What follows belongs to an exercise in optimizing a design on an open flow for small area, a short achievable clock period and few clock cycles per item; a production flow would make more cautious choices.
In this exercise RTL edits were held to simulation tests only and were not proved equivalent to the original.

<file path="design/flow/design.v">
package ups_pkg;
  localparam int MAX_VOICES = 5;
  localparam int PHASE_BITS = 32;
  localparam int VOICE_W    = $clog2(MAX_VOICES);
  localparam int CNT_W      = $clog2(MAX_VOICES + 1);
  localparam int SUM_W      = PHASE_BITS + 8;
  localparam int DIV_CNT_W  = $clog2(SUM_W);
  localparam int OUT_W      = 16;
  localparam int OUT_SHIFT  = PHASE_BITS - (OUT_W - 1);
  localparam int RECIP_FRAC = 16;
  localparam int CFG_IDX_W  = 3;
  localparam int CFG_DATA_W = 32;
  localparam int COUNT_W    = 3;
  localparam logic [PHASE_BITS-1:0] BLEP_WIDTH_RST = PHASE_BITS'(39370533);
  localparam logic [31:0]           BLEP_RECIP_RST = 32'd7149335;
  localparam logic [COUNT_W-1:0]    VOICE_COUNT_RST = COUNT_W'(1);
  localparam logic [PHASE_BITS-1:0] INCREMENT_RST  = PHASE_BITS'(39370533);
  typedef enum logic [CFG_IDX_W-1:0] {
    REG_BLEP_WIDTH  = 3'd0,
    REG_BLEP_RECIP  = 3'd1,
    REG_VOICE_COUNT = 3'd2,
    REG_INC_ZERO    = 3'd3,
    REG_INC_ONE     = 3'd4,
    REG_INC_TWO     = 3'd5,
    REG_INC_THREE   = 3'd6,
    REG_INC_FOUR    = 3'd7
  } cfg_reg_t;
endpackage
import ups_pkg::*;
module unison_polyblep_saw_oscillator (
  input  logic                         clk,
  input  logic                         rst,
  input  logic                         in_valid,
  output logic                         in_ready,
  input  logic                         restart,
  output logic                         out_valid,
  input  logic                         out_ready,
  output logic signed [OUT_W-1:0]      sample_out,
  input  logic                         cfg_valid,
  output logic                         cfg_ready,
  input  logic        [CFG_IDX_W-1:0]  cfg_index,
  input  logic        [CFG_DATA_W-1:0] cfg_data
);
  typedef enum logic [2:0] {
    S_IDLE,
    S_LOAD,
    S_SQUARE,
    S_ACC,
    S_PREP,
    S_DIV,
    S_DONE
  } state_t;
  state_t state;
  logic [PHASE_BITS-1:0]   blep_width;
  logic [31:0]             blep_recip;
  logic [COUNT_W-1:0]      voice_count;
  logic [PHASE_BITS-1:0]   increment [MAX_VOICES];
  logic [PHASE_BITS-1:0]   phase [MAX_VOICES];
  logic [VOICE_W-1:0]      voice;
  logic [CNT_W-1:0]        n_eff;
  logic                    near_zero;
  logic                    near_one;
  logic [2*PHASE_BITS-1:0] prod;
  logic [PHASE_BITS-1:0]   t_pos;
  logic signed [SUM_W-1:0] sum;
  logic [SUM_W-1:0]        div_quo;
  logic [CNT_W-1:0]        div_rem;
  logic [DIV_CNT_W-1:0]    div_cnt;
  logic                    div_sign;
  logic [PHASE_BITS-1:0]   p_cur;
  logic                    lt_width;
  logic [PHASE_BITS:0]     end_sum;
  logic                    gt_one;
  logic [PHASE_BITS-1:0]   win_dist;
  logic [PHASE_BITS-1:0]   t_clamp;
  logic [PHASE_BITS-1:0]   mul_a;
  logic [PHASE_BITS-1:0]   mul_b;
  logic [2*PHASE_BITS-1:0] mul_p;
  logic signed [SUM_W-1:0] p2_x;
  logic signed [SUM_W-1:0] t2_x;
  logic signed [SUM_W-1:0] tt_x;
  logic signed [SUM_W-1:0] one_x;
  logic signed [SUM_W-1:0] voice_val;
  logic [CNT_W:0]          rem_sh;
  logic                    rem_ge;
  logic [CNT_W:0]          rem_sub;
  logic signed [SUM_W-1:0] avg;
  logic signed [SUM_W-1:0] rounded;
  logic signed [SUM_W-1:0] shifted;
  logic signed [OUT_W-1:0] sat;
  logic [CNT_W-1:0]        n_sel;
  logic [VOICE_W-1:0]      inc_sel;
  assign in_ready  = (state == S_IDLE);
  assign cfg_ready = 1'b1;
  assign p_cur    = phase[voice];
  assign lt_width = (p_cur < blep_width);
  assign end_sum  = {1'b0, p_cur} + {1'b0, blep_width};
  assign gt_one   = (end_sum > {1'b1, {PHASE_BITS{1'b0}}});
  assign win_dist = lt_width ? p_cur : (~p_cur + PHASE_BITS'(1));
  assign t_clamp = (|prod[2*PHASE_BITS-1:PHASE_BITS+RECIP_FRAC]) ? {PHASE_BITS{1'b1}}
                 : prod[PHASE_BITS+RECIP_FRAC-1:RECIP_FRAC];
  assign mul_a = (state == S_LOAD) ? win_dist : t_clamp;
  assign mul_b = (state == S_LOAD) ? PHASE_BITS'(blep_recip) : t_clamp;
  assign mul_p = mul_a * mul_b;
  assign p2_x  = SUM_W'({p_cur, 1'b0});
  assign t2_x  = SUM_W'(prod[2*PHASE_BITS-1:PHASE_BITS]);
  assign tt_x  = SUM_W'({t_pos, 1'b0});
  assign one_x = SUM_W'({1'b1, {PHASE_BITS{1'b0}}});
  always_comb begin
    if (near_zero) begin
      voice_val = p2_x - tt_x + t2_x;
    end else if (near_one) begin
      voice_val = p2_x - (one_x <<< 1) - t2_x + tt_x;
    end else begin
      voice_val = p2_x - one_x;
    end
  end
  assign rem_sh  = {div_rem, div_quo[SUM_W-1]};
  assign rem_ge  = (rem_sh >= {1'b0, n_eff});
  assign rem_sub = rem_sh - {1'b0, n_eff};
  assign avg     = div_sign ? -$signed(div_quo) : $signed(div_quo);
  assign rounded = avg + (SUM_W'(1) <<< (OUT_SHIFT - 1));
  assign shifted = rounded >>> OUT_SHIFT;
  always_comb begin
    if (shifted > SUM_W'(2**(OUT_W-1) - 1)) begin
      sat = {1'b0, {(OUT_W-1){1'b1}}};
    end else if (shifted < -(SUM_W'(2**(OUT_W-1)))) begin
      sat = {1'b1, {(OUT_W-1){1'b0}}};
    end else begin
      sat = shifted[OUT_W-1:0];
    end
  end
  always_comb begin
    if (voice_count == '0) begin
      n_sel = CNT_W'(1);
    end else if (CNT_W'(voice_count) > CNT_W'(MAX_VOICES)) begin
      n_sel = CNT_W'(MAX_VOICES);
    end else begin
      n_sel = CNT_W'(voice_count);
    end
  end
  assign inc_sel = VOICE_W'(cfg_index - REG_INC_ZERO);
  always_ff @(posedge clk) begin
    if (rst) begin
      state       <= S_IDLE;
      out_valid   <= 1'b0;
      blep_width  <= BLEP_WIDTH_RST;
      blep_recip  <= BLEP_RECIP_RST;
      voice_count <= VOICE_COUNT_RST;
      for (int i = 0; i < MAX_VOICES; i++) begin
        increment[i] <= INCREMENT_RST;
        phase[i]     <= '0;
      end
    end else begin
      if (cfg_valid && cfg_ready) begin
        case (cfg_index)
          REG_BLEP_WIDTH:  blep_width  <= cfg_data[PHASE_BITS-1:0];
          REG_BLEP_RECIP:  blep_recip  <= cfg_data[31:0];
          REG_VOICE_COUNT: voice_count <= cfg_data[COUNT_W-1:0];
          default: begin
            if (cfg_index >= REG_INC_ZERO && cfg_index <= REG_INC_FOUR &&
                (int'(cfg_index) - int'(REG_INC_ZERO)) < MAX_VOICES) begin
              increment[inc_sel] <= cfg_data[PHASE_BITS-1:0];
            end
          end
        endcase
      end
      if (out_valid && out_ready && state != S_DONE) begin
        out_valid <= 1'b0;
      end
      case (state)
        S_IDLE: begin
          if (in_valid) begin
            if (restart) begin
              for (int i = 0; i < MAX_VOICES; i++) begin
                phase[i] <= '0;
              end
            end
            n_eff <= n_sel;
            voice <= '0;
            sum   <= '0;
            state <= S_LOAD;
          end
        end
        S_LOAD: begin
          near_zero <= lt_width;
          near_one  <= !lt_width && gt_one;
          prod      <= mul_p;
          state     <= S_SQUARE;
        end
        S_SQUARE: begin
          t_pos <= t_clamp;
          prod  <= mul_p;
          state <= S_ACC;
        end
        S_ACC: begin
          sum          <= sum + voice_val;
          phase[voice] <= p_cur + increment[voice];
          if (CNT_W'(voice) == n_eff - CNT_W'(1)) begin
            state <= S_PREP;
          end else begin
            voice <= voice + VOICE_W'(1);
            state <= S_LOAD;
          end
        end
        S_PREP: begin
          div_sign <= sum[SUM_W-1];
          div_quo  <= sum[SUM_W-1] ? $unsigned(-sum) : $unsigned(sum);
          div_rem  <= '0;
          div_cnt  <= DIV_CNT_W'(SUM_W - 1);
          state    <= S_DIV;
        end
        S_DIV: begin
          div_rem <= rem_ge ? rem_sub[CNT_W-1:0] : rem_sh[CNT_W-1:0];
          div_quo <= {div_quo[SUM_W-2:0], rem_ge};
          if (div_cnt == '0) begin
            state <= S_DONE;
          end else begin
            div_cnt <= div_cnt - DIV_CNT_W'(1);
          end
        end
        S_DONE: begin
          if (!out_valid || out_ready) begin
            sample_out <= sat;
            out_valid  <= 1'b1;
            state      <= S_IDLE;
          end
        end
        default: state <= S_IDLE;
      endcase
    end
  end
endmodule
</file>
<file path="design/flow/run.sh">
#!/bin/bash
# synth_recipe.tcl (not shown) runs the flow's synth.tcl, then flattens the netlist and writes it again
# the make line also repeats each setting of config.mk as NAME=value (left out here)
make -C /OpenROAD-flow-scripts/flow DESIGN_CONFIG=/design/flow/config.mk WORK_HOME=/design/flow/orfs CLKGATE_MAP_FILE= SYNTH_SCRIPT=/design/flow/synth_recipe.tcl finish
</file>
<file path="design/flow/config.mk">
export PLATFORM = sky130hd
export DESIGN_NAME = unison_polyblep_saw_oscillator
export DESIGN_NICKNAME = unison_polyblep_saw_oscillator
export VERILOG_FILES = /design/flow/design.v
export SDC_FILE = /design/flow/constraint.sdc
export NUM_CORES = 4
export LEC_CHECK = 0
export CAP_MARGIN = 20
export CORE_MARGIN = 2
export CORE_UTILIZATION = 40
export PLACE_DENSITY = 0.6
export SLEW_MARGIN = 20
</file>
<file path="design/flow/constraint.sdc">
create_clock -name core_clock -period 12.5 [get_ports {clk}]
set_input_delay 2.5000 -clock core_clock [delete_from_list [all_inputs] [get_ports {clk}]]
set_output_delay 2.5000 -clock core_clock [all_outputs]
set_load 0.01 [all_outputs]
</file>
==> summary.txt <==
| Group | Result | Value |
|---|---|---|
| synthesis | Flip-flop and latch count after synthesis | 780 |
| clock tree | Maximum level of the CTS H-tree | 3 |
| routing | Iter 0 DRT Violations | 6083 |
| synthesis | Synth Area per Inst | 9.81 µm² |
| sta | Maximum frequency from static timing analysis | 81.9 MHz |
| die | Boundary Pins | 60 |
| worst setup path | CP Class | register to register |
| worst setup path | Maximum fanout along the worst path | 21 |
| finish | Final layout net count | 9562 |
| place | Post-detailed-placement cell area | 83700 µm² |
| synthesis | Register area share after synthesis | 28.8% |
| sta | Max-slew violation total from the final report | 0 |
| finish | Synthesis-to-finish area growth | 9.95% |
| synthesis | Area share of the largest cell type after synthesis | 26.9% |
| synthesis | Share of synthesized registers carrying an async set or reset | 0% |
| die | Area inside the core boundary | 195000 µm² |
| sta | Final-report hold violation count | 0 |
| place | Final estimated routing congestion in global placement | 0.990 |
| synthesis | Predominant post-synthesis flop cell | edfxtp_1 |
| clock tree | Root buffer cell | clkbuf_16 |
| run status | Result of the run | no timing/DRC/antenna violations |
| sta | Count of final setup violators | 0 |
| die | Std cell rows | 162 |
| die | Initial core utilization | 40.3% |
| worst hold path | Worst min-delay path category | register to register |
| finish | Commonest cells after routing, fill and taps aside | inv_1 (1173), nor2_1 (1087), fa_1 (933) |
| sta | Actual transition at the worst max-transition pin | 1.14 ns |
| synthesis | Post-synthesis instance total | 8031 |
| routing | Detailed-router iteration count before antenna repair | 5 |
| clock tree | Clock Path Buffers | 3 |
| routing | Vias per Instance | 5.61 |
| synthesis | Synthesized net count | 9511 |
| sta | Worst-case headroom to the max-slew limit | 23.9% |
| synthesis | Post-synth cell types | 89 |
| routing | Total vias in the final route | 60437 |
| clock tree | Total CTS buffers | 81 |
| routing | Routed length per placed instance | 25.6 µm |
| die | Die width | 448 µm |
| finish | Diode count | 0 |
| die | Area of the die | 201000 µm² |
| worst setup path | Arrival time at the worst endpoint | 12.66 ns |
| worst setup path | Largest stage delay on the critical path | 0.66 ns |
| global route | Total GRT Usage | 27.4% |
| sta | Clock skew after layout | 0.0634 ns |
| worst setup path | Nature of the critical path endpoint | register |
| clock tree | CTS Sinks | 780 |
| worst setup path | R2r worst-path depth | 40 |
| worst setup path | CP Launch Type | register |
| synthesis | Top post-synthesis cells by area | edfxtp_1 (27%), fa_1 (24%), ha_1 (8.0%) |
| place | Total half-perimeter wirelength after legalization and detailed placement | 215000 µm |
| global route | Largest net degree at the start of global routing | 73 |
| clock tree | TritonCTS clock tree | done |
| clock tree | Post-CTS Hold Fix Bufs | 0 |
| global route | Vias in the first global route | 60944 |
| worst setup path | Crit path buf inv count | 8 |
| global route | Wire length of the first global-routing pass | 405000 µm |
| synthesis | Synth Warn # | 1 |
| finish | Design area | 86700 µm² |
| die | Y dimension of the die | 448 µm |
| finish | Most common cell after layout, fill and taps aside | inv_1 |
| finish | Proportion of layout cells with a drive suffix above 1 | 9.18% |
| worst setup path | Family of cells with the greatest summed delay on the critical path | adder cells |
| flow run | Max-cap check violation count | 0 |
| routing | Number of remaining DRC errors | 0 |
| sta | Portion of the clock cycle consumed by the worst path in the final layout | 97.7% |
| worst setup path | Slowest library cell on the worst path | fa_1 |
| sta | Final worst path period need | 12.21 ns |
| worst setup path | Most Frequent Cell on Critical Path | fa_1 |
| finish | Fill cell total of the finished layout | 18746 |
| synthesis | Mapped Area | 78800 µm² |
| routing | Final Routed Wirelength | 276000 µm |
| place | Number of port buffers | 58 |
| global route | Initial antenna violation count | 7 |
| worst setup path | Data required, critical path | 12.95 ns |
| clock tree | Worst-skew pair later-pin latency | 0.71 ns |
| global route | Sum of overflow across all layers after global routing | 0 |
| worst hold path | Cells on Worst Hold Path | 2 |
| worst setup path | Worst path depth | 40 |
| routing | Antenna Nets Post-Route | 0 |
| synthesis | Library cell occupying the most area in the post-synthesis netlist | edfxtp_1 |
| synthesis | Number of enable flip-flop cells after synthesis | 706 |
| clock tree | Clock transition at the registers of the reported paths | 0.07 ns |
[cell usage after synthesis (32+ instances only)]
cell      count
o31ai_1      37
inv_1      1174
edfxtp_1    706
nor2b_1      46
nand2b_1     64
clkbuf_1    338
nor3_1       95
mux2i_1      45
a21oi_1     316
nand4_1      44
or2_2        71
xor2_1      110
ha_1        506
or3_1       102
xnor2_1     183
nor2_1     1099
a211oi_1     47
nor4_1       32
dfxtp_1      74
o21bai_1     35
fa_1        933
nand2_1     757
buf_1        32
o21a_1       54
a21o_1      138
and2_1      121
o21ai_0     250
a31oi_1      42
nand3_1      66
mux2_2       38
mux4_2      128
[through the flow]
| step | hold WS (ns) | utilization (%) | cells | setup TNS [ns] | setup WS (ns) |
|---|---|---|---|---|---|
| final | 0.461 | 44.3 | 10773 | 0 | 0.288 |
| after floorplan | 0.424 | - | 8031 | 0 | 0.268 |
| after global placement | 0.448 | 42.8 | 10609 | -1.61 | -0.287 |
| after global routing | 0.488 | 44.3 | 10773 | -0.00227 | -0.00155 |
| after detailed placement | 0.449 | 42.8 | 10610 | -4.93 | -0.500 |
| after CTS | 0.459 | 44.2 | 10760 | 0 | 0.0751 |
[routing by layer]
layer  up-vias  routed length, µm  track usage, %
met3       520              25100            5.24
met5         -                 11               0
met2      2739             120000            41.9
met1     30521             117000            38.4
li1      26655                  -               -
met4         2              13300            11.0
[registers in the layout, summed over array words and instances, names as in the netlist, named ones only]
register / flops
div_sign: 1
phase: 256
sample_out: 16
out_valid: 1
t_pos: 32
near_zero: 1
blep_width: 32
div_quo: 40
div_cnt: 6
voice_count: 3
div_rem: 3
prod: 48
near_one: 1
n_eff: 3
sum: 40
state: 3
voice: 3
blep_recip: 32
increment: 256
[final cells by class]
type | count | area (µm²) | area share, %
Multi-Input combinational cell | 5688 | 50600 | 58.4
Timing Repair Buffer | 355 | 3010 | 3.47
Clock inverter | 45 | 495 | 0.572
Clock buffer | 105 | 2190 | 2.53
Tap cell | 2624 | 3280 | 3.79
Inverter | 1176 | 4410 | 5.09
Sequential cell | 780 | 22700 | 26.2
[kinds of logic after synthesis]
| group | after synthesis | share of synthesized area [%] |
|---|---|---|
| buffers and inverters | 1563 | 7.48 |
| other | 1 | 0.00476 |
| AOI/OAI and AO/OA | 1136 | 9.21 |
| adders and majority gates | 1439 | 31.7 |
| and+or+nand+nor | 2608 | 14.8 |
| muxes | 211 | 4.77 |
| xor gates and xnor gates | 293 | 3.26 |
| DFF | 780 | 28.8 |
[what timing repair did]
item / 4_1_cts / 5_1_grt
gates cloned: 0 / 1
buffers inserted: 0 / 11
pin swaps: 0 / 3
gates resized for setup: 7 / 36
endpoints found under the setup margin: 24 / 37
[final timing paths]
check	endpoint	slack [ns]	from
setup / recovery	prod[50]	0.29	register
hold / removal	blep_recip[15]	0.46	blep_recip[15]
setup reg to reg	prod[50]	0.29	register
hold reg to reg	blep_recip[15]	0.46	blep_recip[15]
[tightest hold or removal path: stages, from the launching register on]
cell	delay [ns]
dfxtp_1	0.31
nand2_1	0.05
a21oi_1	0.05
Testbench counts, summed over its fixed seeds: cycles 243,008, samples 4,608.

-- afterwards: timing with drivers on the ports --
The results above use ideal ports. As a check the final layout listed here was re-extracted and re-timed, cells and wires unchanged. Step 1, drivers: a clkbuf_16 drives clk and a buf_2 each remaining input, both assumed. Step 2 adds t to the input delays and takes it off the output delays; t is the mean of the earliest and latest rising clock arrival at the registers after step 1. Input paths then give back, and output paths get back, about the clock's delay inside the block. a / b / c = no drivers / after step 1 / after step 2; a / b = the first two.
t, ns: 0.750
setup slack, ns: 0.288 / 0.288 / 0.288
worst register clock-pin slew, ns: 0.07 / 0.07
worst data-port slew with drivers (ns): 0.07
After both steps this run still meets setup and hold. For this run, drivers alone change the setup slack by 0.000 ns; drivers and shift together by 0.000 ns.
